Background: an optimization exercise with open tools, aiming at small area, a short achievable clock period and few clock cycles per item. Do not read the settings as production practice. At most, simulation tests tie the RTL to the original design; equivalence was not proved.

job 6535:
Design pi_ctrl, start of the top module:
module pi_ctrl (
  input  logic         clk,
  input  logic         rst_n,
  input  logic         start,
  input  logic [127:0] set,
  input  logic [127:0] feedback,
  input  logic         infrain,
  input  logic         gain_we,
  input  logic [31:0]  ka_in,
  input  logic [31:0]  kb_in,
  input  logic         clr,
  output logic         busy,
  output logic         done,
  output logic [127:0] result,
  output logic [3:0]   sat
);
Size in the first run: about 8,300 cells after synthesis, roughly 500 flip-flops, roughly 80,000 um2 of cells after synthesis.
clock: 11.0 ns
lec_check: 0
cap_margin: 20
core_margin: 2
core_utilization: 40
setup_slack_margin: 0.6
slew_margin: 20
synth_hierarchical: 1
synth_minimum_keep_size: 0
standard.sh (not shown) runs the stock make flow with config.mk's settings and CLKGATE_MAP_FILE= SYNTH_SCRIPT=/design/flow/synth_recipe.tcl, a recipe that flattens the netlist after the stock synthesis.
==> flow/flow/run.sh <==
#!/bin/bash
# The standard layout (standard synthesis unchanged), except that the port
# buffers that placement inserts on every input and output are buf_4 cells
# instead of the default smallest buffer (a slow delay buffer on sky130hd).
set -euo pipefail
export BUFFER_PORTS_ARGS="-buffer_cell sky130_fd_sc_hd__buf_4"
bash standard.sh > standard.log 2>&1
Relative to job 6535, the following input files were edited for job 9591:
==> flow/flow/run.sh <==
#!/bin/bash
# The standard layout (standard synthesis unchanged), except that the port
# buffers that placement inserts on every input and output are buf_2 cells
# instead of the default smallest buffer (a slow delay buffer on sky130hd).
set -euo pipefail
export BUFFER_PORTS_ARGS="-buffer_cell sky130_fd_sc_hd__buf_2"
bash standard.sh > standard.log 2>&1
[summary]
Compared with job 6535, in job 9591 number of antenna diodes lower; worst path setup slack after routing roughly the same; multi-input combinational cell area roughly the same.
Function was not checked in any run of this note: the RTL went through the layout flow alone.

* * *

pi_ctrl, a different RTL version from the one above (not shown whole).
For scale: roughly 8200 cells after synthesis, about 500 flip-flops, about 460 I/O pins.
export LEC_CHECK = 0
export CAP_MARGIN = 20
export CORE_MARGIN = 2
export CORE_UTILIZATION = 40
export SETUP_SLACK_MARGIN = 2.0
export SLEW_MARGIN = 20
export SYNTH_HIERARCHICAL = 1
export SYNTH_MINIMUM_KEEP_SIZE = 0
create_clock -name core_clock -period 11.0 [get_ports {clk}]
run.sh (not shown) runs the stock make flow with config.mk's settings and CLKGATE_MAP_FILE= SYNTH_SCRIPT=/design/flow/synth_recipe.tcl, a recipe that flattens the netlist after the stock synthesis.
Stock flow here: none of the scripts above is used.
The starting point passed the timing, design-rule and antenna checks.
Testbench counts at the start, summed over its fixed seeds: cycles 3,192, items 1,600.
Then changed:
- SETUP_SLACK_MARGIN: 2.0 -> 0.6
Die area does not change.
Synthesized area stays the same.
Wire length came out lower by 5.5%.
Non-clock buffer count came out lower by 197.
Setup slack degrades by 0.18 ns.

* * *

Another version of the RTL of pi_ctrl (not shown whole).
Size: ~500 flip-flops.
Settings: LEC_CHECK=0, CAP_MARGIN=20, CORE_MARGIN=2, CORE_UTILIZATION=60, PLACE_DENSITY=0.72, SETUP_SLACK_MARGIN=0.6, SLEW_MARGIN=20, SYNTH_HIERARCHICAL=1, SYNTH_MINIMUM_KEEP_SIZE=0; clock period 11.0 ns.
Change:
Settings changed: CORE_UTILIZATION 60 to 40, PLACE_DENSITY 0.72 to unset.
Result: The new run passed the timing, design-rule and antenna checks. Routed wire length went up by a few percent. Die area rose by well over a third. Utilization decreases by 22 points. Design area goes up by a few percent. Setup slack gets better by 0.0076 ns. Register-to-register slack loses 0.06 ns.
No run of this note included a check of the RTL's function; only the layout flow was run.

* * *

## try-onyx
Another version of the RTL of pi_ctrl (not shown whole).
Size in the first run: about 8,300 cells after synthesis, ~460 I/O pins.
Settings: LEC_CHECK=0, CAP_MARGIN=20, CORE_MARGIN=2, CORE_UTILIZATION=40, SETUP_SLACK_MARGIN=1.2, SLEW_MARGIN=20, SYNTH_HIERARCHICAL=1, SYNTH_MINIMUM_KEEP_SIZE=0; clock period 11.0 ns.
standard.sh (not shown) runs the stock make flow with config.mk's settings and CLKGATE_MAP_FILE= SYNTH_SCRIPT=/design/flow/synth_recipe.tcl, a recipe that flattens the netlist after the stock synthesis.
==> flow/flow/run.sh <==
#!/bin/bash
# The standard layout (standard synthesis unchanged), except that the port
# buffers that placement inserts on every input and output are buf_2 cells
# instead of the default smallest buffer (a slow delay buffer on sky130hd).
set -euo pipefail
export BUFFER_PORTS_ARGS="-buffer_cell sky130_fd_sc_hd__buf_2"
bash standard.sh > standard.log 2>&1
Testbench counts of try-onyx, summed over its fixed seeds: cycles 3,192, items 1,600.
Setup changes, try-onyx to try-nickel
Settings: swapping 1.2 for 0.85 in SETUP_SLACK_MARGIN.
--- outcome ---
Buffer share of cell area (lower): try-nickel. try-nickel vs try-onyx: register-to-register slack down in try-nickel. Diff try-onyx -> try-nickel | fmax | down slightly. Looking at number of gates given a new drive strength after cts across try-onyx and try-nickel, the one that comes out higher is try-onyx. try-nickel reports a lower total number of vias than try-onyx does. | clock slew seen by the registers of the worst setup and hold paths | try-onyx vs try-nickel | ≈ equal |. try-nickel vs. try-onyx: floorplan die area shows no meaningful change; filler-free cell count of the finished design decreased 186; worst hold slack stayed essentially flat.
The following lists how try-zinc was set up differently from try-nickel:
Settings: a change of SETUP_SLACK_MARGIN from 0.85 to 0.6.
Notes after the runs:
Share of the clock period used by the worst path up 1.1 points in try-zinc wrt try-nickel. Worst setup slack down 0.13 ns in try-zinc wrt try-nickel.

* * *

job 101:
RTL: one of the versions met above, not the one the previous note started from.
Size in the first run: ~8200 cells after synthesis, about 500 flip-flops, roughly 460 I/O pins.
Settings: LEC_CHECK=0, CAP_MARGIN=20, CORE_MARGIN=2, CORE_UTILIZATION=40, SLEW_MARGIN=20, SYNTH_HIERARCHICAL=1, SYNTH_MINIMUM_KEEP_SIZE=0; clock period 11.0 ns.
run.sh (not shown) runs the stock make flow with config.mk's settings and CLKGATE_MAP_FILE= SYNTH_SCRIPT=/design/flow/synth_recipe.tcl, a recipe that flattens the netlist after the stock synthesis.
Stock flow here: none of the scripts above is used.
Testbench counts of job 101, summed over its fixed seeds: cycles 3,192, items 1,600.
Setup changes, job 101 to job 102
Settings: SETUP_SLACK_MARGIN now 1.2, previously not set.
==> results.txt <==
When job 102 is measured against job 101, its core utilization turns out 2.0 points higher. Final layout net count in job 102 vs job 101: up 188. Compared with job 101, in job 102 proportion of layout cells with a drive suffix above 1 increased by 6.5 points relative to the old numbers; wire length has increased.

## afterwards: timing with drivers on the ports
In the flow no input, the clock included, has a driving cell. The finished layouts below were timed again as built, in two steps.
Step 1: set_driving_cell puts a clkbuf_16 on clk and a buf_2 on each other input, an assumption about the parent block.
Step 2 times the ports against the registers' clock, not the clock port: input delays grow and output delays shrink by t, the midpoint of the rising clock arrivals with the driver on.
Slacks: no drivers / after step 1 / after step 2; pairs: no drivers / after step 1.
| run | t (ns) | setup WS [ns] | slew at the worst register clock pin (ns) |
|---|---|---|---|
| job 6535 | 0.809 | 0.767 / 0.680 / 1.490 | 0.07 / 0.07 |
| job 9591 | 0.791 | 0.767 / 0.678 / 1.469 | 0.07 / 0.07 |
| the first run of note 2 | 0.811 | 0.950 / 0.859 / 1.670 | 0.07 / 0.07 |
| the second run of note 2 | 0.825 | 0.766 / 0.686 / 1.511 | 0.07 / 0.07 |
| the first run of note 3 | 0.774 | 0.630 / 0.550 / 1.324 | 0.07 / 0.07 |
| the second run of note 3 | 0.803 | 0.637 / 0.548 / 1.351 | 0.07 / 0.07 |
| try-onyx | 0.830 | 1.146 / 1.069 / 1.899 | 0.08 / 0.08 |
| try-nickel | 0.822 | 0.957 / 0.881 / 1.703 | 0.08 / 0.08 |
| try-zinc | 0.820 | 0.831 / 0.745 / 1.565 | 0.08 / 0.08 |
| job 101 | 0.819 | 0.256 / 0.163 / 0.981 | 0.07 / 0.07 |
| job 102 | 0.822 | 0.683 / 0.592 / 1.414 | 0.07 / 0.07 |
After both steps setup and hold are still met in every run listed.
